What follows belongs to an exercise in optimizing a design on an open flow for small area, a short achievable clock period and few clock cycles; a production flow would make more cautious choices. In this exercise RTL edits were held to simulation tests only and were not proved equivalent to the original. Power is estimated from default activity; no workload was simulated.

[flow/flow/run.sh]
#!/bin/bash
set -euo pipefail
bash standard.sh SETUP_SLACK_MARGIN=6 finish > standard.log 2>&1
[flow/standard.sh]
#!/bin/bash
# synth_recipe.tcl (not shown) runs the flow's synth.tcl, then flattens the netlist and writes it again
# the make line also repeats each setting of config.mk as NAME=value (left out here)
make -C /OpenROAD-flow-scripts/flow DESIGN_CONFIG=/design/flow/config.mk WORK_HOME=/design/flow/orfs CLKGATE_MAP_FILE= SYNTH_SCRIPT=/design/flow/synth_recipe.tcl "${@:-finish}"
[flow/config.mk]
export PLATFORM = sky130hd
export DESIGN_NAME = normalized_cross_correlation
export DESIGN_NICKNAME = normalized_cross_correlation
export VERILOG_FILES = /design/flow/design.v
export SDC_FILE = /design/flow/constraint.sdc
export NUM_CORES = 4
export LEC_CHECK = 0
export CAP_MARGIN = 20
export CORE_MARGIN = 2
export CORE_UTILIZATION = 55
export SLEW_MARGIN = 20
[flow/constraint.sdc]
create_clock -name core_clock -period 11.0 [get_ports {clk}]
set_input_delay 2.2000 -clock core_clock [delete_from_list [all_inputs] [get_ports {clk}]]
set_output_delay 2.2000 -clock core_clock [all_outputs]
set_load 0.01 [all_outputs]
[flow/design.v]
package ncc_pkg;
    localparam int MAX_WINDOW_PIXELS = 65536;
    localparam int COUNT_W = 17;    
    localparam int SUM_W   = 24;    
    localparam int SQ_W    = 32;    
    localparam int V_W     = 47;    
    localparam int M_W     = 46;    
    localparam int R_W     = 92;    
endpackage
import ncc_pkg::*;
module ncc_add
#(
    parameter int W       = 47,
    parameter bit LATE_CI = 1'b0
)
(
    input  logic [W-1:0] a,
    input  logic [W-1:0] b,
    input  logic         ci,
    output logic [W:0]   s
);
    localparam int L = 6;    
    logic [W:0] g [0:2*L];
    logic [W:0] p [0:2*L];
    logic [W:0] c;
    always_comb
    begin
        g[0][0] = LATE_CI ? 1'b0 : ci;
        p[0][0] = LATE_CI;
        for (int i = 0; i < W; i++)
        begin
            g[0][i+1] = a[i] & b[i];
            p[0][i+1] = a[i] ^ b[i];
        end
        for (int l = 0; l < L; l++)
        begin
            g[l+1] = g[l];
            p[l+1] = p[l];
            for (int i = 0; i <= W; i++)
                if (((i + 1) % (1 << (l + 1))) == 0)
                begin
                    g[l+1][i] = g[l][i] | (p[l][i] & g[l][i-(1<<l)]);
                    p[l+1][i] = p[l][i] & p[l][i-(1<<l)];
                end
        end
        for (int l = L - 2; l >= 0; l--)
        begin
            g[2*L-1-l] = g[2*L-2-l];
            p[2*L-1-l] = p[2*L-2-l];
            for (int i = 0; i <= W; i++)
                if ((((i + 1) % (1 << (l + 1))) == (1 << l)) && (i >= (1 << (l + 1))))
                begin
                    g[2*L-1-l][i] = g[2*L-2-l][i] | (p[2*L-2-l][i] & g[2*L-2-l][i-(1<<l)]);
                    p[2*L-1-l][i] = p[2*L-2-l][i] & p[2*L-2-l][i-(1<<l)];
                end
        end
        g[2*L] = g[2*L-1];
        p[2*L] = p[2*L-1];
        for (int i = 0; i <= W; i++)
            c[i] = LATE_CI ? (g[2*L][i] | (p[2*L][i] & ci)) : g[2*L][i];
        for (int i = 0; i < W; i++)
            s[i] = p[0][i+1] ^ c[i];
        s[W] = c[W];
    end
endmodule
import ncc_pkg::*;
module ncc_ctrl
(
    input  logic               clk,
    input  logic               rst_n,
    input  logic               load,
    output logic               full,
    input  logic [COUNT_W-1:0] n_in,
    input  logic [SUM_W-1:0]   ss_in,
    input  logic [SUM_W-1:0]   st_in,
    input  logic [SQ_W-1:0]    sss_in,
    input  logic [SQ_W-1:0]    stt_in,
    input  logic [SQ_W-1:0]    sst_in,
    output logic               result_valid,
    input  logic               result_ready,
    output logic signed [15:0] correlation,
    output logic               degenerate
);
    localparam logic [2:0] ST_IDLE = 3'd0;
    localparam logic [2:0] ST_NEG  = 3'd1;
    localparam logic [2:0] ST_S1   = 3'd2;
    localparam logic [2:0] ST_XFER = 3'd3;
    localparam logic [2:0] ST_S2   = 3'd4;
    localparam logic [2:0] ST_DIV  = 3'd5;
    localparam logic [2:0] ST_FIN  = 3'd6;
    localparam logic [2:0] ST_DONE = 3'd7;
    logic [2:0]         state;
    logic               full_reg;
    logic               valid_reg;
    logic [5:0]         j;
    logic [COUNT_W-1:0] n1;
    logic [SUM_W-1:0]   a1, b1;
    logic [SQ_W-1:0]    x1, x2, x3;
    logic               nb, ab, bb;
    logic [V_W-1:0]     pv, pw, pc;
    logic [M_W-1:0]     ad, ae, be;
    logic [1:0]         vh;
    logic               sub;
    logic               neg, deg;
    logic [1:0]         qb;
    logic [16:0]        rem;
    logic [15:0]        root;
    logic [4:0]         k1;
    logic [SUM_W-1:0]   k1_src;
    logic [M_W-1:0]     k_src;
    logic [5:0]         k2;
    assign k1_src = SUM_W'(n1) | a1 | b1;
    always_comb
    begin
        k1 = '0;
        for (int i = 0; i < SUM_W; i++)
            if (k1_src[i])
                k1 = 5'(i);
    end
    assign k_src = pw[M_W-1:0] | (pc[M_W-1:0] ^ {M_W{pc[V_W-1]}});
    always_comb
    begin
        k2 = 6'd1;
        for (int i = 0; i < M_W - 1; i++)
            if (k_src[i])
                k2 = 6'(i + 2);
        if (k_src[M_W-1])
            k2 = 6'(M_W);
    end
    logic [4:0]         bsel;
    logic [SUM_W-1:0]   n1x;
    logic               nb_f;
    assign bsel = (state == ST_IDLE) ? k1 : j[4:0];
    assign n1x  = SUM_W'(n1);
    assign nb_f = n1x[bsel];
    logic [V_W-1:0]     x_1, y_1, x_2, y_2, x_3, y_3;
    logic               ci_1, ci_2, ci_3;
    logic [V_W:0]       sum_1, sum_2, sum_3;
    logic [93:0]        dv, dd;
    assign dv = {vh, ae, be};
    assign dd = {2'b00, ad, pw[M_W-1:0]} ^ {94{sub}};
    logic               s1a, s1b, s1c, s2, dvs, xfer, fin, ngs;
    logic               g1, g2;      
    logic               s1x2, s1ya, s1yb, sqs, bit_end;
    logic [18:0]        rem_sh;
    logic [16:0]        trial;
    assign s1x2    = s1a || s1c;
    assign s1ya    = s1a && nb;
    assign s1yb    = s1b || s1c;
    assign bit_end = s1b || s1c || (s1a && !ab && !bb);
    assign sqs     = (dvs && j[0]) || fin;
    assign rem_sh  = {rem, qb};
    assign trial   = {root[14:0], 2'b01};
    always_comb
    begin
        x_1  = ({V_W{s1x2}} & {pv[V_W-2:0], 1'b0})
             | ({V_W{s1b}} & pv)
             | ({V_W{s2}}  & V_W'(ad))
             | ({V_W{dvs}} & dv[46:0]);
        y_1  = ({V_W{s1ya}} & V_W'(x1))
             | ({V_W{s1yb && ab}} & ~(V_W'(a1)))
             | ({V_W{g1}} & V_W'(pv[M_W-1:0]))
             | ({V_W{dvs}} & dd[46:0]);
        ci_1 = (s1yb && ab) || (dvs && sub);
        x_2  = ({V_W{s1x2}} & {pw[V_W-2:0], 1'b0})
             | ({V_W{s1b}} & pw)
             | ({V_W{s2}}  & V_W'(ae))
             | ({V_W{dvs}} & dv[93:47]);
        y_2  = ({V_W{s1ya}} & V_W'(x2))
             | ({V_W{s1yb && bb}} & ~(V_W'(b1)))
             | ({V_W{g2}} & V_W'(pc[M_W-1:0]))
             | ({V_W{dvs}} & dd[93:47]);
        ci_2 = (s1yb && bb) || (dvs && sum_1[V_W]);
        x_3  = ({V_W{s1x2}} & {pc[V_W-2:0], 1'b0})
             | ({V_W{s1b || xfer}} & (pc ^ {V_W{xfer && pc[V_W-1]}}))
             | ({V_W{sqs}} & V_W'(rem_sh))
             | ({V_W{ngs}} & V_W'(root ^ {16{neg}}));
        y_3  = ({V_W{s1ya}} & V_W'(x3))
             | ({V_W{s1yb && ab}} & ~(V_W'(b1)))
             | ({V_W{sqs}} & ~(V_W'(trial)));
        ci_3 = (s1yb && ab) || (xfer && pc[V_W-1]) || sqs || (ngs && neg);
    end
    ncc_add #(.W(V_W), .LATE_CI(1'b0)) u_lane1 (.a(x_1), .b(y_1), .ci(ci_1), .s(sum_1));
    ncc_add #(.W(V_W), .LATE_CI(1'b1)) u_lane2 (.a(x_2), .b(y_2), .ci(ci_2), .s(sum_2));
    ncc_add #(.W(V_W), .LATE_CI(1'b0)) u_lane3 (.a(x_3), .b(y_3), .ci(ci_3), .s(sum_3));
    logic [93:0]        dsum;
    logic               q;
    assign dsum = {sum_2[V_W-1:0], sum_1[V_W-1:0]};
    assign q    = !dsum[93];
    logic [16:0]        rem_nx;
    logic [15:0]        root_nx;
    assign rem_nx  = sum_3[18] ? rem_sh[16:0] : sum_3[16:0];
    assign root_nx = {root[14:0], !sum_3[18]};
    logic [15:0]        corr_nx;
    logic               emit;
    assign corr_nx = neg ? sum_3[15:0] : (root[15] ? 16'h7FFF : root);
    assign emit = (state == ST_DONE) && result_ready;
    logic [2:0]         state_nx;
    always_comb
    begin
        state_nx = state;
        case (state)
            ST_IDLE:
                if (full_reg)
                    state_nx = ST_S1;
            ST_S1:
                if (bit_end && (j == 6'h3F))
                    state_nx = ST_XFER;
            ST_XFER:
                state_nx = ((pv == '0) || (pw == '0)) ? ST_DONE : ST_S2;
            ST_S2:
                if (j == '0)
                    state_nx = ST_DIV;
            ST_DIV:
                if (j == '0)
                    state_nx = ST_FIN;
            ST_FIN:
                state_nx = ST_NEG;
            ST_NEG:
                state_nx = ST_DONE;
            ST_DONE:
                if (emit)
                    state_nx = ST_IDLE;
            default:
                state_nx = ST_IDLE;
        endcase
    end
    always_ff @(posedge clk or negedge rst_n)
    begin
        if (!rst_n)
        begin
            state     <= ST_IDLE;
            full_reg  <= 1'b0;
            valid_reg <= 1'b0;
        end
        else
        begin
            state <= state_nx;
            if (load)
                full_reg <= 1'b1;
            if ((state == ST_S1) && (state_nx == ST_XFER))
                full_reg <= 1'b0;
            valid_reg <= (state_nx == ST_DONE);
        end
    end
    always_ff @(posedge clk)
    begin
        s1a  <= (state_nx == ST_S1) && ((state == ST_IDLE) || bit_end) && nb_f;
        s1c  <= (state_nx == ST_S1) && ((state == ST_IDLE) || bit_end) && !nb_f;
        s1b  <= (state_nx == ST_S1) && s1a && !bit_end;
        fin  <= (state_nx == ST_FIN);
        ngs  <= (state_nx == ST_NEG);
        s2   <= (state_nx == ST_S2);
        dvs  <= (state_nx == ST_DIV);
        xfer <= (state_nx == ST_XFER);
        g1   <= (state_nx == ST_S2) && ((state == ST_S2) ? pw[1] : pw[0]);
        g2   <= (state_nx == ST_S2) && ((state == ST_S2) ? be[1] : sum_3[0]);
    end
    always_ff @(posedge clk)
    begin
        if (load)
        begin
            n1 <= n_in;
            a1 <= ss_in;
            b1 <= st_in;
            x1 <= sss_in;
            x2 <= stt_in;
            x3 <= sst_in;
        end
        if (((state == ST_IDLE) && full_reg) || bit_end)
        begin
            nb <= nb_f;
            ab <= a1[bsel];
            bb <= b1[bsel];
        end
        case (state)
            ST_IDLE:
            begin
                j  <= 6'(k1) - 1'b1;
                pv <= '0;
                pw <= '0;
                pc <= '0;
            end
            ST_S1:
            begin
                pv <= sum_1[V_W-1:0];
                pw <= sum_2[V_W-1:0];
                pc <= sum_3[V_W-1:0];
                if (bit_end)
                    j <= j - 1'b1;
            end
            ST_XFER:
            begin
                deg <= (pv == '0) || (pw == '0);
                neg <= pc[V_W-1];
                pc  <= sum_3[V_W-1:0];
                be  <= sum_3[M_W-1:0];
                root <= '0;
                ad  <= '0;
                ae  <= '0;
                j   <= k2 - 1'b1;
            end
            ST_S2:
            begin
                ad  <= sum_1[M_W:1];
                pw  <= {1'b0, sum_1[0], pw[M_W-1:1]};
                ae  <= sum_2[M_W:1];
                be  <= {sum_2[0], be[M_W-1:1]};
                vh  <= '0;
                sub <= 1'b1;
                qb  <= '0;
                rem  <= '0;
                root <= '0;
                if (j == '0)
                    j <= 6'd30;
                else
                    j <= j - 1'b1;
            end
            ST_DIV:
            begin
                {vh, ae, be} <= {dsum[92:0], 1'b0};
                sub <= q;
                qb  <= {qb[0], q};
                if (j[0])
                begin
                    rem  <= rem_nx;
                    root <= root_nx;
                end
                j <= j - 1'b1;
            end
            ST_FIN:
            begin
                rem  <= rem_nx;
                root <= root_nx;
            end
            ST_NEG:
                root <= corr_nx;
            default: ;
        endcase
    end
    assign full         = full_reg;
    assign result_valid = valid_reg;
    assign correlation  = $signed(root);
    assign degenerate   = deg;
endmodule
import ncc_pkg::*;
module ncc_dp
(
    input  logic               clk,
    input  logic               cnt,        
    input  logic               clear,      
    input  logic [7:0]         s,
    input  logic [7:0]         t,
    output logic [COUNT_W-1:0] n_next,
    output logic [SUM_W-1:0]   ss_next,
    output logic [SUM_W-1:0]   st_next,
    output logic [SQ_W-1:0]    sss_next,
    output logic [SQ_W-1:0]    stt_next,
    output logic [SQ_W-1:0]    sst_next
);
    logic [COUNT_W-1:0] n_reg;
    logic [SUM_W-1:0]   ss_reg, st_reg;
    logic [SQ_W-1:0]    sss_reg, stt_reg, sst_reg;
    logic [SUM_W:0]     ss_sum, st_sum;
    assign n_next = n_reg + COUNT_W'(cnt);
    ncc_add #(.W(SUM_W), .LATE_CI(1'b0)) u_ss (
        .a  (ss_reg),
        .b  (SUM_W'(s)),
        .ci (1'b0),
        .s  (ss_sum)
    );
    ncc_add #(.W(SUM_W), .LATE_CI(1'b0)) u_st (
        .a  (st_reg),
        .b  (SUM_W'(t)),
        .ci (1'b0),
        .s  (st_sum)
    );
    assign ss_next = ss_sum[SUM_W-1:0];
    assign st_next = st_sum[SUM_W-1:0];
    ncc_sqacc u_sss (.a(s), .acc(sss_reg), .y(sss_next));
    ncc_sqacc u_stt (.a(t), .acc(stt_reg), .y(stt_next));
    ncc_mulacc u_sst (.a(s), .b(t), .acc(sst_reg), .y(sst_next));
    always_ff @(posedge clk)
    begin
        n_reg   <= clear ? '0 : n_next;
        ss_reg  <= clear ? '0 : ss_next;
        st_reg  <= clear ? '0 : st_next;
        sss_reg <= clear ? '0 : sss_next;
        stt_reg <= clear ? '0 : stt_next;
        sst_reg <= clear ? '0 : sst_next;
    end
endmodule
module ncc_sqacc
(
    input  logic [7:0]  a,
    input  logic [31:0] acc,
    output logic [31:0] y
);
    logic m_w1, m_w2, m_w3, m_w4, m_w5, m_w6, m_w7, m_w8, m_w9, m_w10, m_w11, m_w12, m_w13, m_w14, m_w15, m_w16, m_w17, m_w18, m_w19, m_w20, m_w21, m_w22, m_w23, m_w24, m_w25, m_w26, m_w27, m_w28, m_w29, m_w30, m_w31, m_w32, m_w33, m_w34, m_w35, m_w36, m_w37, m_w38, m_w39, m_w40, m_w41, m_w42, m_w43, m_w44, m_w45, m_w46, m_w47, m_w48, m_w49, m_w50, m_w51, m_w52, m_w53, m_w54, m_w55, m_w56;
    logic [31:0] r0, r1;
    logic [32:0]   s;
    assign m_w1 = (a[0] & a[5]) ^ (a[1] & a[4]);
    assign m_w2 = (a[0] & a[5]) & (a[1] & a[4]);
    assign m_w3 = (a[0] & a[6]) ^ (a[1] & a[5]);
    assign m_w4 = (a[0] & a[6]) & (a[1] & a[5]);
    assign m_w5 = (a[0] & a[7]) ^ (a[1] & a[6]) ^ (a[2] & a[5]);
    assign m_w6 = ((a[0] & a[7]) & (a[1] & a[6])) | ((a[0] & a[7]) & (a[2] & a[5])) | ((a[1] & a[6]) & (a[2] & a[5]));
    assign m_w7 = (a[3] & a[4]) ^ a[4];
    assign m_w8 = (a[3] & a[4]) & a[4];
    assign m_w9 = (a[1] & a[7]) ^ (a[2] & a[6]) ^ (a[3] & a[5]);
    assign m_w10 = ((a[1] & a[7]) & (a[2] & a[6])) | ((a[1] & a[7]) & (a[3] & a[5])) | ((a[2] & a[6]) & (a[3] & a[5]));
    assign m_w11 = (a[2] & a[7]) ^ (a[3] & a[6]) ^ (a[4] & a[5]);
    assign m_w12 = ((a[2] & a[7]) & (a[3] & a[6])) | ((a[2] & a[7]) & (a[4] & a[5])) | ((a[3] & a[6]) & (a[4] & a[5]));
    assign m_w13 = (a[0] & a[3]) ^ (a[1] & a[2]);
    assign m_w14 = (a[0] & a[3]) & (a[1] & a[2]);
    assign m_w15 = (a[0] & a[4]) ^ (a[1] & a[3]);
    assign m_w16 = (a[0] & a[4]) & (a[1] & a[3]);
    assign m_w17 = m_w1 ^ (a[2] & a[3]) ^ a[3];
    assign m_w18 = (m_w1 & (a[2] & a[3])) | (m_w1 & a[3]) | ((a[2] & a[3]) & a[3]);
    assign m_w19 = m_w2 ^ m_w3 ^ (a[2] & a[4]);
    assign m_w20 = (m_w2 & m_w3) | (m_w2 & (a[2] & a[4])) | (m_w3 & (a[2] & a[4]));
    assign m_w21 = m_w4 ^ m_w5 ^ m_w7;
    assign m_w22 = (m_w4 & m_w5) | (m_w4 & m_w7) | (m_w5 & m_w7);
    assign m_w23 = m_w6 ^ m_w8 ^ m_w9;
    assign m_w24 = (m_w6 & m_w8) | (m_w6 & m_w9) | (m_w8 & m_w9);
    assign m_w25 = m_w10 ^ m_w11 ^ a[5];
    assign m_w26 = (m_w10 & m_w11) | (m_w10 & a[5]) | (m_w11 & a[5]);
    assign m_w27 = m_w12 ^ (a[3] & a[7]) ^ (a[4] & a[6]);
    assign m_w28 = (m_w12 & (a[3] & a[7])) | (m_w12 & (a[4] & a[6])) | ((a[3] & a[7]) & (a[4] & a[6]));
    assign m_w29 = (a[4] & a[7]) ^ (a[5] & a[6]) ^ a[6];
    assign m_w30 = ((a[4] & a[7]) & (a[5] & a[6])) | ((a[4] & a[7]) & a[6]) | ((a[5] & a[6]) & a[6]);
    assign m_w31 = (a[0] & a[1]) ^ a[1];
    assign m_w32 = (a[0] & a[1]) & a[1];
    assign m_w33 = (a[0] & a[2]) ^ acc[3];
    assign m_w34 = (a[0] & a[2]) & acc[3];
    assign m_w35 = m_w13 ^ a[2] ^ acc[4];
    assign m_w36 = (m_w13 & a[2]) | (m_w13 & acc[4]) | (a[2] & acc[4]);
    assign m_w37 = m_w14 ^ m_w15 ^ acc[5];
    assign m_w38 = (m_w14 & m_w15) | (m_w14 & acc[5]) | (m_w15 & acc[5]);
    assign m_w39 = m_w16 ^ m_w17 ^ acc[6];
    assign m_w40 = (m_w16 & m_w17) | (m_w16 & acc[6]) | (m_w17 & acc[6]);
    assign m_w41 = m_w18 ^ m_w19 ^ acc[7];
    assign m_w42 = (m_w18 & m_w19) | (m_w18 & acc[7]) | (m_w19 & acc[7]);
    assign m_w43 = m_w20 ^ m_w21 ^ acc[8];
    assign m_w44 = (m_w20 & m_w21) | (m_w20 & acc[8]) | (m_w21 & acc[8]);
    assign m_w45 = m_w22 ^ m_w23 ^ acc[9];
    assign m_w46 = (m_w22 & m_w23) | (m_w22 & acc[9]) | (m_w23 & acc[9]);
    assign m_w47 = m_w24 ^ m_w25 ^ acc[10];
    assign m_w48 = (m_w24 & m_w25) | (m_w24 & acc[10]) | (m_w25 & acc[10]);
    assign m_w49 = m_w26 ^ m_w27 ^ acc[11];
    assign m_w50 = (m_w26 & m_w27) | (m_w26 & acc[11]) | (m_w27 & acc[11]);
    assign m_w51 = m_w28 ^ m_w29 ^ acc[12];
    assign m_w52 = (m_w28 & m_w29) | (m_w28 & acc[12]) | (m_w29 & acc[12]);
    assign m_w53 = m_w30 ^ (a[5] & a[7]) ^ acc[13];
    assign m_w54 = (m_w30 & (a[5] & a[7])) | (m_w30 & acc[13]) | ((a[5] & a[7]) & acc[13]);
    assign m_w55 = (a[6] & a[7]) ^ a[7] ^ acc[14];
    assign m_w56 = ((a[6] & a[7]) & a[7]) | ((a[6] & a[7]) & acc[14]) | (a[7] & acc[14]);
    assign r0 = {acc[31], acc[30], acc[29], acc[28], acc[27], acc[26], acc[25], acc[24], acc[23], acc[22], acc[21], acc[20], acc[19], acc[18], acc[17], acc[16], m_w56, m_w54, m_w52, m_w50, m_w48, m_w46, m_w44, m_w42, m_w40, m_w38, m_w36, m_w34, m_w32, m_w31, acc[1], a[0]};
    assign r1 = {1'b0, 1'b0, 1'b0, 1'b0, 1'b0, 1'b0, 1'b0, 1'b0, 1'b0, 1'b0, 1'b0, 1'b0, 1'b0, 1'b0, 1'b0, 1'b0, acc[15], m_w55, m_w53, m_w51, m_w49, m_w47, m_w45, m_w43, m_w41, m_w39, m_w37, m_w35, m_w33, acc[2], 1'b0, acc[0]};
    ncc_add #(.W(32), .LATE_CI(1'b0)) u_add (.a(r0), .b(r1), .ci(1'b0), .s(s));
    assign y = s[31:0];
endmodule
module ncc_mulacc
(
    input  logic [7:0]  a,
    input  logic [7:0]  b,
    input  logic [31:0] acc,
    output logic [31:0] y
);
    logic m_w1, m_w2, m_w3, m_w4, m_w5, m_w6, m_w7, m_w8, m_w9, m_w10, m_w11, m_w12, m_w13, m_w14, m_w15, m_w16, m_w17, m_w18, m_w19, m_w20, m_w21, m_w22, m_w23, m_w24, m_w25, m_w26, m_w27, m_w28, m_w29, m_w30, m_w31, m_w32, m_w33, m_w34, m_w35, m_w36, m_w37, m_w38, m_w39, m_w40, m_w41, m_w42, m_w43, m_w44, m_w45, m_w46, m_w47, m_w48, m_w49, m_w50, m_w51, m_w52, m_w53, m_w54, m_w55, m_w56, m_w57, m_w58, m_w59, m_w60, m_w61, m_w62, m_w63, m_w64, m_w65, m_w66, m_w67, m_w68, m_w69, m_w70, m_w71, m_w72, m_w73, m_w74, m_w75, m_w76, m_w77, m_w78, m_w79, m_w80, m_w81, m_w82, m_w83, m_w84, m_w85, m_w86, m_w87, m_w88, m_w89, m_w90, m_w91, m_w92, m_w93, m_w94, m_w95, m_w96, m_w97, m_w98, m_w99, m_w100, m_w101, m_w102, m_w103, m_w104, m_w105, m_w106, m_w107, m_w108, m_w109, m_w110, m_w111, m_w112;
    logic [31:0] r0, r1;
    logic [32:0]   s;
    assign m_w1 = (a[0] & b[5]) ^ (a[1] & b[4]);
    assign m_w2 = (a[0] & b[5]) & (a[1] & b[4]);
    assign m_w3 = (a[0] & b[6]) ^ (a[1] & b[5]) ^ (a[2] & b[4]);
    assign m_w4 = ((a[0] & b[6]) & (a[1] & b[5])) | ((a[0] & b[6]) & (a[2] & b[4])) | ((a[1] & b[5]) & (a[2] & b[4]));
    assign m_w5 = (a[3] & b[3]) ^ (a[4] & b[2]);
    assign m_w6 = (a[3] & b[3]) & (a[4] & b[2]);
    assign m_w7 = (a[0] & b[7]) ^ (a[1] & b[6]) ^ (a[2] & b[5]);
    assign m_w8 = ((a[0] & b[7]) & (a[1] & b[6])) | ((a[0] & b[7]) & (a[2] & b[5])) | ((a[1] & b[6]) & (a[2] & b[5]));
    assign m_w9 = (a[3] & b[4]) ^ (a[4] & b[3]) ^ (a[5] & b[2]);
    assign m_w10 = ((a[3] & b[4]) & (a[4] & b[3])) | ((a[3] & b[4]) & (a[5] & b[2])) | ((a[4] & b[3]) & (a[5] & b[2]));
    assign m_w11 = (a[6] & b[1]) ^ (a[7] & b[0]);
    assign m_w12 = (a[6] & b[1]) & (a[7] & b[0]);
    assign m_w13 = (a[1] & b[7]) ^ (a[2] & b[6]) ^ (a[3] & b[5]);
    assign m_w14 = ((a[1] & b[7]) & (a[2] & b[6])) | ((a[1] & b[7]) & (a[3] & b[5])) | ((a[2] & b[6]) & (a[3] & b[5]));
    assign m_w15 = (a[4] & b[4]) ^ (a[5] & b[3]) ^ (a[6] & b[2]);
    assign m_w16 = ((a[4] & b[4]) & (a[5] & b[3])) | ((a[4] & b[4]) & (a[6] & b[2])) | ((a[5] & b[3]) & (a[6] & b[2]));
    assign m_w17 = (a[7] & b[1]) ^ acc[8];
    assign m_w18 = (a[7] & b[1]) & acc[8];
    assign m_w19 = (a[2] & b[7]) ^ (a[3] & b[6]) ^ (a[4] & b[5]);
    assign m_w20 = ((a[2] & b[7]) & (a[3] & b[6])) | ((a[2] & b[7]) & (a[4] & b[5])) | ((a[3] & b[6]) & (a[4] & b[5]));
    assign m_w21 = (a[5] & b[4]) ^ (a[6] & b[3]) ^ (a[7] & b[2]);
    assign m_w22 = ((a[5] & b[4]) & (a[6] & b[3])) | ((a[5] & b[4]) & (a[7] & b[2])) | ((a[6] & b[3]) & (a[7] & b[2]));
    assign m_w23 = (a[3] & b[7]) ^ (a[4] & b[6]) ^ (a[5] & b[5]);
    assign m_w24 = ((a[3] & b[7]) & (a[4] & b[6])) | ((a[3] & b[7]) & (a[5] & b[5])) | ((a[4] & b[6]) & (a[5] & b[5]));
    assign m_w25 = (a[0] & b[3]) ^ (a[1] & b[2]);
    assign m_w26 = (a[0] & b[3]) & (a[1] & b[2]);
    assign m_w27 = (a[0] & b[4]) ^ (a[1] & b[3]) ^ (a[2] & b[2]);
    assign m_w28 = ((a[0] & b[4]) & (a[1] & b[3])) | ((a[0] & b[4]) & (a[2] & b[2])) | ((a[1] & b[3]) & (a[2] & b[2]));
    assign m_w29 = (a[3] & b[1]) ^ (a[4] & b[0]);
    assign m_w30 = (a[3] & b[1]) & (a[4] & b[0]);
    assign m_w31 = m_w1 ^ (a[2] & b[3]) ^ (a[3] & b[2]);
    assign m_w32 = (m_w1 & (a[2] & b[3])) | (m_w1 & (a[3] & b[2])) | ((a[2] & b[3]) & (a[3] & b[2]));
    assign m_w33 = (a[4] & b[1]) ^ (a[5] & b[0]) ^ acc[5];
    assign m_w34 = ((a[4] & b[1]) & (a[5] & b[0])) | ((a[4] & b[1]) & acc[5]) | ((a[5] & b[0]) & acc[5]);
    assign m_w35 = m_w2 ^ m_w3 ^ m_w5;
    assign m_w36 = (m_w2 & m_w3) | (m_w2 & m_w5) | (m_w3 & m_w5);
    assign m_w37 = (a[5] & b[1]) ^ (a[6] & b[0]) ^ acc[6];
    assign m_w38 = ((a[5] & b[1]) & (a[6] & b[0])) | ((a[5] & b[1]) & acc[6]) | ((a[6] & b[0]) & acc[6]);
    assign m_w39 = m_w4 ^ m_w6 ^ m_w7;
    assign m_w40 = (m_w4 & m_w6) | (m_w4 & m_w7) | (m_w6 & m_w7);
    assign m_w41 = m_w9 ^ m_w11 ^ acc[7];
    assign m_w42 = (m_w9 & m_w11) | (m_w9 & acc[7]) | (m_w11 & acc[7]);
    assign m_w43 = m_w8 ^ m_w10 ^ m_w12;
    assign m_w44 = (m_w8 & m_w10) | (m_w8 & m_w12) | (m_w10 & m_w12);
    assign m_w45 = m_w13 ^ m_w15 ^ m_w17;
    assign m_w46 = (m_w13 & m_w15) | (m_w13 & m_w17) | (m_w15 & m_w17);
    assign m_w47 = m_w14 ^ m_w16 ^ m_w18;
    assign m_w48 = (m_w14 & m_w16) | (m_w14 & m_w18) | (m_w16 & m_w18);
    assign m_w49 = m_w19 ^ m_w21 ^ acc[9];
    assign m_w50 = (m_w19 & m_w21) | (m_w19 & acc[9]) | (m_w21 & acc[9]);
    assign m_w51 = m_w20 ^ m_w22 ^ m_w23;
    assign m_w52 = (m_w20 & m_w22) | (m_w20 & m_w23) | (m_w22 & m_w23);
    assign m_w53 = (a[6] & b[4]) ^ (a[7] & b[3]) ^ acc[10];
    assign m_w54 = ((a[6] & b[4]) & (a[7] & b[3])) | ((a[6] & b[4]) & acc[10]) | ((a[7] & b[3]) & acc[10]);
    assign m_w55 = m_w24 ^ (a[4] & b[7]) ^ (a[5] & b[6]);
    assign m_w56 = (m_w24 & (a[4] & b[7])) | (m_w24 & (a[5] & b[6])) | ((a[4] & b[7]) & (a[5] & b[6]));
    assign m_w57 = (a[6] & b[5]) ^ (a[7] & b[4]) ^ acc[11];
    assign m_w58 = ((a[6] & b[5]) & (a[7] & b[4])) | ((a[6] & b[5]) & acc[11]) | ((a[7] & b[4]) & acc[11]);
    assign m_w59 = (a[5] & b[7]) ^ (a[6] & b[6]) ^ (a[7] & b[5]);
    assign m_w60 = ((a[5] & b[7]) & (a[6] & b[6])) | ((a[5] & b[7]) & (a[7] & b[5])) | ((a[6] & b[6]) & (a[7] & b[5]));
    assign m_w61 = (a[0] & b[2]) ^ (a[1] & b[1]);
    assign m_w62 = (a[0] & b[2]) & (a[1] & b[1]);
    assign m_w63 = m_w25 ^ (a[2] & b[1]) ^ (a[3] & b[0]);
    assign m_w64 = (m_w25 & (a[2] & b[1])) | (m_w25 & (a[3] & b[0])) | ((a[2] & b[1]) & (a[3] & b[0]));
    assign m_w65 = m_w26 ^ m_w27 ^ m_w29;
    assign m_w66 = (m_w26 & m_w27) | (m_w26 & m_w29) | (m_w27 & m_w29);
    assign m_w67 = m_w28 ^ m_w30 ^ m_w31;
    assign m_w68 = (m_w28 & m_w30) | (m_w28 & m_w31) | (m_w30 & m_w31);
    assign m_w69 = m_w32 ^ m_w34 ^ m_w35;
    assign m_w70 = (m_w32 & m_w34) | (m_w32 & m_w35) | (m_w34 & m_w35);
    assign m_w71 = m_w36 ^ m_w38 ^ m_w39;
    assign m_w72 = (m_w36 & m_w38) | (m_w36 & m_w39) | (m_w38 & m_w39);
    assign m_w73 = m_w40 ^ m_w42 ^ m_w43;
    assign m_w74 = (m_w40 & m_w42) | (m_w40 & m_w43) | (m_w42 & m_w43);
    assign m_w75 = m_w44 ^ m_w46 ^ m_w47;
    assign m_w76 = (m_w44 & m_w46) | (m_w44 & m_w47) | (m_w46 & m_w47);
    assign m_w77 = m_w48 ^ m_w50 ^ m_w51;
    assign m_w78 = (m_w48 & m_w50) | (m_w48 & m_w51) | (m_w50 & m_w51);
    assign m_w79 = m_w52 ^ m_w54 ^ m_w55;
    assign m_w80 = (m_w52 & m_w54) | (m_w52 & m_w55) | (m_w54 & m_w55);
    assign m_w81 = m_w56 ^ m_w58 ^ m_w59;
    assign m_w82 = (m_w56 & m_w58) | (m_w56 & m_w59) | (m_w58 & m_w59);
    assign m_w83 = m_w60 ^ (a[6] & b[7]) ^ (a[7] & b[6]);
    assign m_w84 = (m_w60 & (a[6] & b[7])) | (m_w60 & (a[7] & b[6])) | ((a[6] & b[7]) & (a[7] & b[6]));
    assign m_w85 = (a[0] & b[1]) ^ (a[1] & b[0]);
    assign m_w86 = (a[0] & b[1]) & (a[1] & b[0]);
    assign m_w87 = m_w61 ^ (a[2] & b[0]) ^ acc[2];
    assign m_w88 = (m_w61 & (a[2] & b[0])) | (m_w61 & acc[2]) | ((a[2] & b[0]) & acc[2]);
    assign m_w89 = m_w62 ^ m_w63 ^ acc[3];
    assign m_w90 = (m_w62 & m_w63) | (m_w62 & acc[3]) | (m_w63 & acc[3]);
    assign m_w91 = m_w64 ^ m_w65 ^ acc[4];
    assign m_w92 = (m_w64 & m_w65) | (m_w64 & acc[4]) | (m_w65 & acc[4]);
    assign m_w93 = m_w66 ^ m_w67 ^ m_w33;
    assign m_w94 = (m_w66 & m_w67) | (m_w66 & m_w33) | (m_w67 & m_w33);
    assign m_w95 = m_w68 ^ m_w69 ^ m_w37;
    assign m_w96 = (m_w68 & m_w69) | (m_w68 & m_w37) | (m_w69 & m_w37);
    assign m_w97 = m_w70 ^ m_w71 ^ m_w41;
    assign m_w98 = (m_w70 & m_w71) | (m_w70 & m_w41) | (m_w71 & m_w41);
    assign m_w99 = m_w72 ^ m_w73 ^ m_w45;
    assign m_w100 = (m_w72 & m_w73) | (m_w72 & m_w45) | (m_w73 & m_w45);
    assign m_w101 = m_w74 ^ m_w75 ^ m_w49;
    assign m_w102 = (m_w74 & m_w75) | (m_w74 & m_w49) | (m_w75 & m_w49);
    assign m_w103 = m_w76 ^ m_w77 ^ m_w53;
    assign m_w104 = (m_w76 & m_w77) | (m_w76 & m_w53) | (m_w77 & m_w53);
    assign m_w105 = m_w78 ^ m_w79 ^ m_w57;
    assign m_w106 = (m_w78 & m_w79) | (m_w78 & m_w57) | (m_w79 & m_w57);
    assign m_w107 = m_w80 ^ m_w81 ^ acc[12];
    assign m_w108 = (m_w80 & m_w81) | (m_w80 & acc[12]) | (m_w81 & acc[12]);
    assign m_w109 = m_w82 ^ m_w83 ^ acc[13];
    assign m_w110 = (m_w82 & m_w83) | (m_w82 & acc[13]) | (m_w83 & acc[13]);
    assign m_w111 = m_w84 ^ (a[7] & b[7]) ^ acc[14];
    assign m_w112 = (m_w84 & (a[7] & b[7])) | (m_w84 & acc[14]) | ((a[7] & b[7]) & acc[14]);
    assign r0 = {acc[31], acc[30], acc[29], acc[28], acc[27], acc[26], acc[25], acc[24], acc[23], acc[22], acc[21], acc[20], acc[19], acc[18], acc[17], acc[16], m_w112, m_w110, m_w108, m_w106, m_w104, m_w102, m_w100, m_w98, m_w96, m_w94, m_w92, m_w90, m_w88, m_w86, m_w85, (a[0] & b[0])};
    assign r1 = {1'b0, 1'b0, 1'b0, 1'b0, 1'b0, 1'b0, 1'b0, 1'b0, 1'b0, 1'b0, 1'b0, 1'b0, 1'b0, 1'b0, 1'b0, 1'b0, acc[15], m_w111, m_w109, m_w107, m_w105, m_w103, m_w101, m_w99, m_w97, m_w95, m_w93, m_w91, m_w89, m_w87, acc[1], acc[0]};
    ncc_add #(.W(32), .LATE_CI(1'b0)) u_add (.a(r0), .b(r1), .ci(1'b0), .s(s));
    assign y = s[31:0];
endmodule
import ncc_pkg::*;
module normalized_cross_correlation
(
    input  logic               clk,
    input  logic               rst_n,
    input  logic               pixel_valid,
    output logic               pixel_ready,
    input  logic [7:0]         scene_pixel,
    input  logic [7:0]         templ_pixel,
    input  logic               last_pixel,
    output logic               result_valid,
    input  logic               result_ready,
    output logic signed [15:0] correlation,
    output logic               degenerate
);
    logic               in_v, in_c, in_last;
    logic [7:0]         in_s, in_t;
    logic               pend, full, clear;
    logic               accept, close, load, use_nx;
    logic [COUNT_W-1:0] n_nx;
    logic [SUM_W-1:0]   ss_nx, st_nx;
    logic [SQ_W-1:0]    sss_nx, stt_nx, sst_nx;
    assign close       = in_v && in_last;
    assign pixel_ready = !(pend || (close && full));
    assign accept      = pixel_valid && pixel_ready;
    assign load        = (close || pend) && !full;
    assign use_nx      = load || !n_nx[COUNT_W-1];
    always_ff @(posedge clk or negedge rst_n)
    begin
        if (!rst_n)
        begin
            in_v  <= 1'b0;
            in_c  <= 1'b0;
            clear <= 1'b1;
            pend  <= 1'b0;
        end
        else
        begin
            in_v  <= accept;
            in_c  <= accept && use_nx;
            clear <= 1'b0;
            pend  <= (close || pend) && full;
        end
    end
    always_ff @(posedge clk)
    begin
        in_s    <= (accept && use_nx) ? scene_pixel : 8'd0;
        in_t    <= (accept && use_nx) ? templ_pixel : 8'd0;
        in_last <= last_pixel;
    end
    ncc_dp u_dp (
        .clk      (clk),
        .cnt      (in_c),
        .clear    (load || clear),
        .s        (in_s),
        .t        (in_t),
        .n_next   (n_nx),
        .ss_next  (ss_nx),
        .st_next  (st_nx),
        .sss_next (sss_nx),
        .stt_next (stt_nx),
        .sst_next (sst_nx)
    );
    ncc_ctrl u_post (
        .clk          (clk),
        .rst_n        (rst_n),
        .load         (load),
        .full         (full),
        .n_in         (n_nx),
        .ss_in        (ss_nx),
        .st_in        (st_nx),
        .sss_in       (sss_nx),
        .stt_in       (stt_nx),
        .sst_in       (sst_nx),
        .result_valid (result_valid),
        .result_ready (result_ready),
        .correlation  (correlation),
        .degenerate   (degenerate)
    );
endmodule
==> results of run 1 <==
## repair_timing
action / CTS / global route
buffers inserted: 63 / 59
endpoints found under the setup margin: 370 / 117
gates cloned: 11 / 6
resized for setup: 132 / 143
pin swaps: 35 / 84
## cell usage after synthesis (all sizes together) (6+ instances only)
cell type  instances
mux2i             14
or4                8
xnor2            109
a31o               6
nand4             31
buf               63
dfxtp            188
a21o              89
o21a              47
o31ai             12
nor3b              6
nand2            475
a21oi            208
edfxtp           489
a221oi            29
or2               15
clkbuf           251
ha               262
o221ai            17
a31oi             14
inv              256
nor3              86
o22ai             43
a221o             24
xor2             212
a211oi            37
nor4              35
a22oi             33
fa               163
nand3             67
and3              54
or3               22
and2             267
a222oi           138
o21ai            224
nor2             384
a211o             27
nand2b            36
a22o              30
dfrtp              8
nor2b             19
mux4              10
o211ai            21
and4              10
o21bai            21
## path summary, 6_finish.rpt
kind,startpoint,endpoint,slack (ps),cells past startpoint
setup / recovery,in_t[7],u_post.x3[20],5940,19
hold / removal,u_dp.n_reg[0],u_post.n1[0],530,1
setup reg to reg,in_t[7],u_post.x3[20],5940,19
hold reg to reg,u_dp.n_reg[0],u_post.n1[0],530,1
max in group asynchronous,rst_n,u_post.state[0],8640,1
min in group asynchronous,rst_n,in_c,1900,1
## report_power, final
group | leakage, nW | switching, mW | internal, mW
clock | 1.32 | 1.17 | 1.61
combinational | 14.1 | 3.99 | 2.14
sequential | 6.32 | 1.11 | 3.82
## kinds of logic after synthesis
kind of cell	share of synthesized area, %
and+or+nand+nor	16.0
AOI/OAI and AO/OA	16.4
DFF	41.2
buffers and inverters	4.78
adders and majority gates	14.4
xor gates and xnor gates	6.20
muxes	0.938
other	0.00827
## layout by cell type, fill, tap and decap left out, types with 24 or more instances in the layout
cell type / netlist / final
inv_1: 255 / 244
a222oi_1: 138 / 138
nand4_1: 31 / 31
nand2_1: 475 / 462
a21oi_1: 208 / 190
o21ai_0: 173 / 161
o21a_1: 47 / 46
xor2_1: 212 / 204
clkbuf_1: 250 / 24
o21ai_1: 47 / 52
a22o_1: 30 / 30
a221o_1: 24 / 24
nor3_1: 86 / 81
a211oi_1: 37 / 32
xnor2_1: 109 / 106
buf_4: 5 / 138
nor4_1: 35 / 30
nor2_1: 383 / 370
dfxtp_1: 188 / 167
ha_1: 262 / 245
nand3_1: 67 / 64
edfxtp_1: 489 / 489
clkdlybuf4s50_1: 0 / 39
and3_1: 54 / 52
fa_1: 163 / 155
and2_1: 265 / 256
a21o_1: 89 / 88
nand2b_1: 36 / 35
a211o_1: 27 / 26
a221oi_1: 29 / 24
clkbuf_16: 0 / 90
o22ai_1: 43 / 43
a22oi_1: 32 / 32
## critical path, stage by stage (launching register included)
cell,delay (ps)
dfxtp_4,390
buf_4,190
and2_1,180
fa_1,560
fa_1,440
fa_1,500
inv_1,50
fa_1,500
inv_1,40
ha_2,200
nor4_4,320
o41ai_2,120
buf_4,160
and2_4,130
o211ai_1,230
buf_6,250
inv_4,40
and3_4,150
ha_4,150
xor2_1,160
## routing by layer
layer	track usage [%]	vias to the layer above	part of all wire [%]
met5	0	-	0.033
met4	26.2	8	8.3
met3	7.34	600	10
met2	59.9	2285	45
met1	48.5	18500	37
li1	-	16700	-
## metrics by stage
| step | instance area, sq um | hold slack, ps | instances | worst slack, ps |
|---|---|---|---|---|
| global route | 51900 | 567 | 5757 | 5750 |
| global placement | 46500 | 523 | 5469 | 4160 |
| CTS | 50700 | 538 | 5691 | 5960 |
| finish | 52000 | 535 | 5763 | 5940 |
| floorplan | 45500 | 478 | 4616 | 6010 |
| detailed placement | 46600 | 521 | 5471 | 4020 |
## layout make-up
cell class              count  area, sq um  area share, %
clock inverters            32          448          0.862
repair buffers            233         2550           4.91
diodes                      7         17.5         0.0337
well taps                1070         1340           2.58
inverters                 256          978           1.88
multi-input cells        3365        25600           49.3
clock buffers             114         2290           4.40
flip-flops and latches    686        18700           36.1
==> results by group, run 1 <==
Run status
  • Status: no timing/DRC/antenna violations

STA
  • Slew HR: about 18%
  • Final clock skew: roughly 44 ps
  • Post-Route Setup TNS: 0 ps
  • Final Cycle Share: a little under half
  • Slew at the pin closest to its max-slew limit: 1220 ps
  • Minimum clock period: 5060 ps
  • Fin. Hold Viols: 0
  • Final Slew Violations: 0
  • Fmax: slightly below 0.2 GHz
  • Final setup fails: 0
  • Unrepaired setup endpoints after global routing: yes

Floorplanning
  • Starting density of the core: a little under three fifths
  • Std-Cell Rows: about 110
  • Die X: 291 microns
  • Core area: around 80000 sq um
  • Die H: approximately 290 microns
  • I/O Pins: 40
  • Die area: around 85000 sq um

Yosys
  • Syn nets: 5062
  • Sequential share of the synthesized area: approximately two fifths
  • Synth top area share: between 30% and 40%
  • Most area-hungry cell type in the Yosys netlist: edfxtp_1
  • Post-synth EDFFs: 489
  • Synth top area cells: edfxtp_1, dfxtp_1, ha_1
  • Synth Instances: around 4600
  • Syn avg cell area: 9.82 sq um
  • Most used DFF post-synth: edfxtp_1
  • Seq cells post-synth: slightly below 700
  • Yosys warns: 15
  • Cell Area, Synth: around 45000 sq um
  • Cell variety after synth: just under 90
  • Share of flip-flops with an asynchronous set or reset: between 1 and 1.5%

Clock tree
  • # H-tree levels: 3
  • Clk pin slew, worst setup/hold paths: about 60 ps
  • Clock latency at the later pin of the worst-skew pair: between 600 and 700 ps
  • Clock net sink count: around 690
  • Hold_buf cts: 0
  • Root buf cell: clkbuf_16
  • TritonCTS clock tree: built
  • TritonCTS Buffers: 80
  • CTS max path bufs: 3

Hold path
  • Hold WC Path Type: register to register

Global routing
  • First-pass GRT wire length: approximately 240 mm
  • Antenna violations before repair: 13
  • Grt ovf: 0
  • Vias in the first global route: roughly 36000
  • Maximum number of pins on one net before global-route repair: approximately 160
  • GRT Util Overall: 38.4%

Critical path
  • Critical path class: register to register
  • Required @ worst endpoint: ~11000 ps
  • Endpoint type of the worst setup path: register
  • Crit path DAT: approximately 5500 ps
  • CP Max Fanout: 10
  • Startpoint types: register

Finish
  • P&R area growth vs syn: 14.6%
  • Layout Nets: approximately 5100
  • Layout cells sized above 1: a little under an eighth
  • # fillers: 6811
  • Final Util: between 60 and 70%
  • Largest registers: u_post.pc x47, u_post.pv x47, u_post.pw x47

Detailed routing
  • Starting DRT DRC Count: 5407
  • WL/cell: a little under 30 microns
  • Post-route ant nets: 0
  • Total Routed Length: about 170 mm
  • DR vias/cell: 6.61
  • Drc violations: 0
  • Via count: between 30000 and 40000
  • DRT Pass-1 Iters: 13

Pwr
  • Total power: around 14 mW
  • Power Dens Cells: around 270 nW/um^2
  • Max VDD drop: ~0.18 mV
  • Leakage power: about 22 nW

Flow run
  • Max Cap Viol: 0

Placed design
  • IO buf count: 39
  • Final GP Congestion: between 1 and 1.5
  • HPWL Detailed: ~110 mm
Testbench counts, summed over its fixed seeds: cycles 45,499.
==> inputs of run 2 (changes only) <==
--- a/flow/design.v
+++ b/flow/design.v
@@ -100,7 +100,6 @@
     logic [V_W-1:0]     pv, pw, pc;
     logic [M_W-1:0]     ad, ae, be;
     logic [1:0]         vh;
-    logic               sub;
     logic               neg, deg;
     logic [1:0]         qb;
     logic [16:0]        rem;
@@ -138,9 +137,11 @@
     logic [V_W:0]       sum_1, sum_2, sum_3;
     logic [93:0]        dv, dd;
     assign dv = {vh, ae, be};
-    assign dd = {2'b00, ad, pw[M_W-1:0]} ^ {94{sub}};
-    logic               s1a, s1b, s1c, s2, dvs, xfer, fin, ngs;
+    assign dd = {2'b00, ad, pw[M_W-1:0]};
+    logic               s1a, s1b, s1c, s2, dvs, fin, ngs;
     logic               g1, g2;      
+    logic               dsb, dad;    
+    logic               xfp, xfn;    
     logic               s1x2, s1ya, s1yb, sqs, bit_end;
     logic [18:0]        rem_sh;
     logic [16:0]        trial;
@@ -160,8 +161,9 @@
         y_1  = ({V_W{s1ya}} & V_W'(x1))
              | ({V_W{s1yb && ab}} & ~(V_W'(a1)))
              | ({V_W{g1}} & V_W'(pv[M_W-1:0]))
-             | ({V_W{dvs}} & dd[46:0]);
-        ci_1 = (s1yb && ab) || (dvs && sub);
+             | ({V_W{dsb}} & ~dd[46:0])
+             | ({V_W{dad}} & dd[46:0]);
+        ci_1 = (s1yb && ab) || dsb;
         x_2  = ({V_W{s1x2}} & {pw[V_W-2:0], 1'b0})
              | ({V_W{s1b}} & pw)
              | ({V_W{s2}}  & V_W'(ae))
@@ -169,16 +171,18 @@
         y_2  = ({V_W{s1ya}} & V_W'(x2))
              | ({V_W{s1yb && bb}} & ~(V_W'(b1)))
              | ({V_W{g2}} & V_W'(pc[M_W-1:0]))
-             | ({V_W{dvs}} & dd[93:47]);
+             | ({V_W{dsb}} & ~dd[93:47])
+             | ({V_W{dad}} & dd[93:47]);
         ci_2 = (s1yb && bb) || (dvs && sum_1[V_W]);
         x_3  = ({V_W{s1x2}} & {pc[V_W-2:0], 1'b0})
-             | ({V_W{s1b || xfer}} & (pc ^ {V_W{xfer && pc[V_W-1]}}))
+             | ({V_W{s1b || xfp}} & pc)
+             | ({V_W{xfn}} & ~pc)
              | ({V_W{sqs}} & V_W'(rem_sh))
              | ({V_W{ngs}} & V_W'(root ^ {16{neg}}));
         y_3  = ({V_W{s1ya}} & V_W'(x3))
              | ({V_W{s1yb && ab}} & ~(V_W'(b1)))
              | ({V_W{sqs}} & ~(V_W'(trial)));
-        ci_3 = (s1yb && ab) || (xfer && pc[V_W-1]) || sqs || (ngs && neg);
+        ci_3 = (s1yb && ab) || xfn || sqs || (ngs && neg);
     end
     ncc_add #(.W(V_W), .LATE_CI(1'b0)) u_lane1 (.a(x_1), .b(y_1), .ci(ci_1), .s(sum_1));
     ncc_add #(.W(V_W), .LATE_CI(1'b1)) u_lane2 (.a(x_2), .b(y_2), .ci(ci_2), .s(sum_2));
@@ -252,9 +256,12 @@
         ngs  <= (state_nx == ST_NEG);
         s2   <= (state_nx == ST_S2);
         dvs  <= (state_nx == ST_DIV);
-        xfer <= (state_nx == ST_XFER);
         g1   <= (state_nx == ST_S2) && ((state == ST_S2) ? pw[1] : pw[0]);
         g2   <= (state_nx == ST_S2) && ((state == ST_S2) ? be[1] : sum_3[0]);
+        dsb  <= (state_nx == ST_DIV) && ((state != ST_DIV) || q);
+        dad  <= (state_nx == ST_DIV) && (state == ST_DIV) && !q;
+        xfp  <= (state_nx == ST_XFER) && !sum_3[V_W-1];
+        xfn  <= (state_nx == ST_XFER) && sum_3[V_W-1];
     end
     always_ff @(posedge clk)
     begin
@@ -307,7 +314,6 @@
                 ae  <= sum_2[M_W:1];
                 be  <= {sum_2[0], be[M_W-1:1]};
                 vh  <= '0;
-                sub <= 1'b1;
                 qb  <= '0;
                 rem  <= '0;
                 root <= '0;
@@ -319,7 +325,6 @@
             ST_DIV:
             begin
                 {vh, ae, be} <= {dsum[92:0], 1'b0};
-                sub <= q;
                 qb  <= {qb[0], q};
                 if (j[0])
                 begin
@@ -348,46 +353,46 @@
 (
     input  logic               clk,
     input  logic               cnt,        
-    input  logic               clear,      
+    input  logic               restart,    
     input  logic [7:0]         s,
     input  logic [7:0]         t,
     output logic [COUNT_W-1:0] n_next,
-    output logic [SUM_W-1:0]   ss_next,
-    output logic [SUM_W-1:0]   st_next,
-    output logic [SQ_W-1:0]    sss_next,
-    output logic [SQ_W-1:0]    stt_next,
-    output logic [SQ_W-1:0]    sst_next
+    output logic [COUNT_W-1:0] n_reg,
+    output logic [SUM_W-1:0]   ss_reg,
+    output logic [SUM_W-1:0]   st_reg,
+    output logic [SQ_W-1:0]    sss_reg,
+    output logic [SQ_W-1:0]    stt_reg,
+    output logic [SQ_W-1:0]    sst_reg
 );
-    logic [COUNT_W-1:0] n_reg;
-    logic [SUM_W-1:0]   ss_reg, st_reg;
-    logic [SQ_W-1:0]    sss_reg, stt_reg, sst_reg;
+    logic [SUM_W-1:0]   ss_next, st_next;
+    logic [SQ_W-1:0]    sss_next, stt_next, sst_next;
     logic [SUM_W:0]     ss_sum, st_sum;
-    assign n_next = n_reg + COUNT_W'(cnt);
+    assign n_next = (restart ? '0 : n_reg) + COUNT_W'(cnt);
     ncc_add #(.W(SUM_W), .LATE_CI(1'b0)) u_ss (
-        .a  (ss_reg),
+        .a  (restart ? '0 : ss_reg),
         .b  (SUM_W'(s)),
         .ci (1'b0),
         .s  (ss_sum)
     );
     ncc_add #(.W(SUM_W), .LATE_CI(1'b0)) u_st (
-        .a  (st_reg),
+        .a  (restart ? '0 : st_reg),
         .b  (SUM_W'(t)),
         .ci (1'b0),
         .s  (st_sum)
     );
     assign ss_next = ss_sum[SUM_W-1:0];
     assign st_next = st_sum[SUM_W-1:0];
-    ncc_sqacc u_sss (.a(s), .acc(sss_reg), .y(sss_next));
-    ncc_sqacc u_stt (.a(t), .acc(stt_reg), .y(stt_next));
-    ncc_mulacc u_sst (.a(s), .b(t), .acc(sst_reg), .y(sst_next));
+    ncc_sqacc u_sss (.a(s), .acc(restart ? '0 : sss_reg), .y(sss_next));
+    ncc_sqacc u_stt (.a(t), .acc(restart ? '0 : stt_reg), .y(stt_next));
+    ncc_mulacc u_sst (.a(s), .b(t), .acc(restart ? '0 : sst_reg), .y(sst_next));
     always_ff @(posedge clk)
     begin
-        n_reg   <= clear ? '0 : n_next;
-        ss_reg  <= clear ? '0 : ss_next;
-        st_reg  <= clear ? '0 : st_next;
-        sss_reg <= clear ? '0 : sss_next;
-        stt_reg <= clear ? '0 : stt_next;
-        sst_reg <= clear ? '0 : sst_next;
+        n_reg   <= n_next;
+        ss_reg  <= ss_next;
+        st_reg  <= st_next;
+        sss_reg <= sss_next;
+        stt_reg <= stt_next;
+        sst_reg <= sst_next;
     end
 endmodule
 module ncc_sqacc
@@ -604,31 +609,32 @@
 );
     logic               in_v, in_c, in_last;
     logic [7:0]         in_s, in_t;
-    logic               pend, full, clear;
-    logic               accept, close, load, use_nx;
-    logic [COUNT_W-1:0] n_nx;
-    logic [SUM_W-1:0]   ss_nx, st_nx;
-    logic [SQ_W-1:0]    sss_nx, stt_nx, sst_nx;
+    logic               cl, zero, full;
+    logic               accept, close, load, restart, use_nx;
+    logic [COUNT_W-1:0] n_nx, n_q;
+    logic [SUM_W-1:0]   ss_q, st_q;
+    logic [SQ_W-1:0]    sss_q, stt_q, sst_q;
     assign close       = in_v && in_last;
-    assign pixel_ready = !(pend || (close && full));
+    assign load        = cl && !full;
+    assign restart     = load || zero;
+    assign pixel_ready = !((close && full) || (close && cl) || (cl && full));
     assign accept      = pixel_valid && pixel_ready;
-    assign load        = (close || pend) && !full;
-    assign use_nx      = load || !n_nx[COUNT_W-1];
+    assign use_nx      = close || !n_nx[COUNT_W-1];
     always_ff @(posedge clk or negedge rst_n)
     begin
         if (!rst_n)
         begin
-            in_v  <= 1'b0;
-            in_c  <= 1'b0;
-            clear <= 1'b1;
-            pend  <= 1'b0;
+            in_v <= 1'b0;
+            in_c <= 1'b0;
+            cl   <= 1'b0;
+            zero <= 1'b1;
         end
         else
         begin
-            in_v  <= accept;
-            in_c  <= accept && use_nx;
-            clear <= 1'b0;
-            pend  <= (close || pend) && full;
+            in_v <= accept;
+            in_c <= accept && use_nx;
+            cl   <= close || (cl && full);
+            zero <= 1'b0;
         end
     end
     always_ff @(posedge clk)
@@ -640,27 +646,28 @@
     ncc_dp u_dp (
         .clk      (clk),
         .cnt      (in_c),
-        .clear    (load || clear),
+        .restart  (restart),
         .s        (in_s),
         .t        (in_t),
         .n_next   (n_nx),
-        .ss_next  (ss_nx),
-        .st_next  (st_nx),
-        .sss_next (sss_nx),
-        .stt_next (stt_nx),
-        .sst_next (sst_nx)
+        .n_reg    (n_q),
+        .ss_reg   (ss_q),
+        .st_reg   (st_q),
+        .sss_reg  (sss_q),
+        .stt_reg  (stt_q),
+        .sst_reg  (sst_q)
     );
     ncc_ctrl u_post (
         .clk          (clk),
         .rst_n        (rst_n),
         .load         (load),
         .full         (full),
-        .n_in         (n_nx),
-        .ss_in        (ss_nx),
-        .st_in        (st_nx),
-        .sss_in       (sss_nx),
-        .stt_in       (stt_nx),
-        .sst_in       (sst_nx),
+        .n_in         (n_q),
+        .ss_in        (ss_q),
+        .st_in        (st_q),
+        .sss_in       (sss_q),
+        .stt_in       (stt_q),
+        .sst_in       (sst_q),
         .result_valid (result_valid),
         .result_ready (result_ready),
         .correlation  (correlation),
--- a/flow/config.mk
+++ b/flow/config.mk
@@ -7,5 +7,5 @@
 export LEC_CHECK = 0
 export CAP_MARGIN = 20
 export CORE_MARGIN = 2
-export CORE_UTILIZATION = 55
+export CORE_UTILIZATION = 45
 export SLEW_MARGIN = 20
==> run 2 against run 1 <==
  * Critical path type unchanged
  * Non-clock buffer count down 50
  * Global-route usage down 8.3 points
  * Synthesized cell count is 0.19% higher
  * Sequential share of layout area is 0.66 points higher
==> results by group, run 2 <==
Floorplanning
  • Die X: 320 microns
  • Starting density of the core: a little under half
  • I/O Pins: 40
  • Std-Cell Rows: about 120
  • Die area: just over 100000 sq um
  • Core area: about 100000 sq um
  • Die H: 320 microns

Yosys
  • Sequential share of the synthesized area: 41.5%
  • Share of flip-flops with an asynchronous set or reset: around 1.3%
  • Seq cells post-synth: about 700
  • Cell variety after synth: 91
  • Yosys warns: 15
  • Most used DFF post-synth: edfxtp_1
  • Synth Instances: around 4600
  • Cell Area, Synth: ~45000 sq um
  • Top-count cell post-synth: nand2_1
  • Synth cell count leaders: nand2_1, edfxtp_1, nor2_1
  • Syn avg cell area: between 9 and 10 sq um
  • Post-synth EDFFs: 488
  • Synth top area cells: edfxtp_1, dfxtp_1, ha_1
  • Synth top area share: between 30 and 40%
  • Syn nets: between 5000 and 6000
  • Most area-hungry cell type in the Yosys netlist: edfxtp_1

Pwr
  • Total power: ~12 mW
  • Switching fraction of total power: around 43%
  • Leakage power: around 21 nW
  • Sequential Power Share: 36.0%
  • Sw Pwr: roughly 5.3 mW
  • Pint: around 7 mW
  • Clock power frac: between 20 and 25%
  • Max VDD drop: roughly 0.13 mV
  • Logic pwr share: a little over two fifths
  • Power Dens Cells: 240 nW/um^2

Placed design
  • HPWL Detailed: ~110 mm
  • DP Cell Count: ~5700
  • IO buf count: 39
  • Area of placed instances: approximately 47000 sq um
  • Final GP Congestion: ~0.98

Global routing
  • Vias in the first global route: 35300
  • GRT Util Overall: ~30%
  • Maximum number of pins on one net before global-route repair: around 160
  • Grt ovf: 0
  • Antenna violations before repair: 1
  • First-pass GRT wire length: about 230 mm

Finish
  • Leading cell type in the layout, fill and taps excluded: nand2_1
  • Layout Nets: just over 5000
  • Layout cells sized above 1: between 10% and 20%
  • Final Util: 51.3%
  • Non-Filler Instances: 5974
  • Largest registers: u_post.pc x47, u_post.pv x47, u_post.pw x47
  • Most frequent cells in the layout: nand2_1, edfxtp_1, nor2_1, inv_1, ha_1
  • P&R area growth vs syn: 13.5%
  • Fin area: slightly above 50000 sq um

Clock tree
  • Hold_buf cts: 0
  • Clock latency at the later pin of the worst-skew pair: 670 ps
  • TritonCTS clock tree: built
  • CTS max path bufs: 3
  • Clk pin slew, worst setup/hold paths: approximately 60 ps
  • Root buf cell: clkbuf_16
  • # H-tree levels: 3
  • Clock net sink count: 688
  • TritonCTS Buffers: 80

STA
  • Minimum clock period: slightly below 5000 ps
  • Final setup fails: 0
  • Final Slew Violations: 0
  • Final clock skew: about 43 ps
  • Fmax: between 0.2 and 0.25 GHz
  • Unrepaired setup endpoints after global routing: yes
  • Post-Route Setup TNS: 0 ps
  • Final Cycle Share: 44.4%
  • Slew HR: a little over a quarter
  • Fin. Hold Viols: 0
  • Slew at the pin closest to its max-slew limit: about 1100 ps

Critical path
  • Startpoint types: register
  • CP Cell Sequence: or2_4 > buf_12 > a222oi_1 > inv_1 > ha_4 > nand3_1 > or3_4 > or3_4 > a2111o_1 > a211oi_4 > nor2_4 > buf_12 > o311ai_4 > a21oi_1 > xor2_1 > buf_4 > o21ai_0
  • Largest stage delay, worst path: around 450 ps
  • Critical path class: register to register
  • WP depth: 17
  • Crit path DAT: around 5300 ps
  • CP Max Fanout: 50
  • Worst R2R Path Depth: 17
  • Buffer and inverter count on the worst path: 4
  • Required @ worst endpoint: 11370 ps
  • Endpoint type of the worst setup path: register
  • CP max stage cell: or3_4
  • CP top delay family: compound AO/OA/AOI/OAI gates

Detailed routing
  • DRT Pass-1 Iters: 10
  • Post-route ant nets: 0
  • Total Routed Length: around 160 mm
  • DR vias/cell: between 6 and 7
  • Via count: about 37000
  • Starting DRT DRC Count: ~4700
  • WL/cell: between 20 and 30 microns
  • Drc violations: 0

Run status
  • Status: no timing/DRC/antenna violations

Hold path
  • Hold WC Path Type: register to register
  • Hold depth: 0

Flow run
  • Max Cap Viol: 0
-- run 2: cell types whose count changed in the layout (fill, tap and decap cells not counted), moves of 36 or more --
cell / delta
nand3_1: +39
mux2i_1: +67
and2_1: -69
xor2_1: -110
nand2_1: +139
a222oi_1: -44
o21ai_1: -36
-- run 2: cell families after synthesis --
| family | synth area share (%) |
|---|---|
| simple gates | 16.4 |
| compound gates | 15.6 |
| flops | 41.5 |
| buf+inv | 4.71 |
| fa+ha+maj | 14.5 |
| xor+xnor | 4.12 |
| mux | 3.05 |
| other cells | 0.00833 |
-- run 2: power by group through the flow --
stage	sequential [mW]	combinational (mW)	clock (mW)
finish	4.42	5.11	2.74
global route	4.44	5.48	2.86
CTS	4.38	4.78	2.76
detailed placement	4.44	4.55	0
global placement	4.45	4.52	0
floorplan	3.90	3.32	0
-- run 2: worst register-to-register path: cells and delay by family (launching register included) --
family                   cells  cell delay [ps]
AO/OA/AOI/OAI                6             1610
AND/OR/NAND/NOR              5             1470
flip-flops                   1              390
buffers and inverters        4              670
adder cells (fa/ha/maj)      1              310
XOR/XNOR                     1              170
-- run 2: layout make-up --
cell class                      instances  area [sq um]
Clock inverter                         37           387
Multi-Input combinational cell       3384         25100
Sequential cell                       688         18800
Antenna cell                            2          5.00
Timing Repair Buffer                  183          1880
Tap cell                             1298          1620
Fill cell                            9052         48600
Inverter                              270          1020
Clock buffer                          112          2290
-- run 2: timing repair --
| action | CTS | global route |
|---|---|---|
| pin swaps | 14 | 46 |
| setup buffers | 31 | 56 |
| gates resized for setup | 78 | 75 |
| gates cloned | 5 | 6 |
| setup endpoints to repair | 293 | 118 |
-- run 2: final timing paths --
path,from,slack [ps],end
setup / recovery,u_post.s1a,6110,u_post.pw[21]
hold / removal,u_dp.st_reg[0],400,u_post.b1[0]
setup reg to reg,u_post.s1a,6110,u_post.pw[21]
hold reg to reg,u_dp.st_reg[0],400,u_post.b1[0]
max in group asynchronous,rst_n,8380,u_post.state[0]
min in group asynchronous,rst_n,2030,cl
-- run 2: metrics by stage --
stage	worst slack, ps	hold slack, ps
4_1_cts	5990	404
3_5_place_dp	4820	407
6_report	6110	399
3_3_place_gp	4870	404
5_1_grt	5970	407
2_1_floorplan	3550	400
-- run 2: metal layers --
metal	part of all wire, %	vias to the layer above	GRT usage [%]	wire, microns
li1	-	16600	-	-
met5	0.032	-	0	51
met2	45	2044	48.3	72100
met4	5.6	2	14.3	8880
met3	9.7	447	5.11	15300
met1	39	18000	39.6	62200
Testbench counts of run 2, summed over its fixed seeds: cycles 45,507.

[re-timing with driven ports]
Ports are ideal in the flow. The routed layouts listed here were re-timed in OpenROAD.
Step 1 sets driving cells, clkbuf_16 on the clock port and buf_2 on the other inputs (assumed; they add their load-dependent delay and slew).
Step 2 times the ports against the registers' clock, not the clock port: input delays grow and output delays shrink by t, the midpoint of the rising clock arrivals with the driver on.
Three values: ideal ports, drivers, drivers and shift; two values: the first two.
run	t (ns)	setup WS [ns]	latest minus earliest clock arrival (ns)	worst data-port slew with drivers (ns)
run 1	0.735	5.945 / 5.945 / 5.945	0.044 / 0.044	0.04
run 2	0.724	6.112 / 6.112 / 6.112	0.043 / 0.043	0.04
After both steps setup and hold are still met in every run listed.
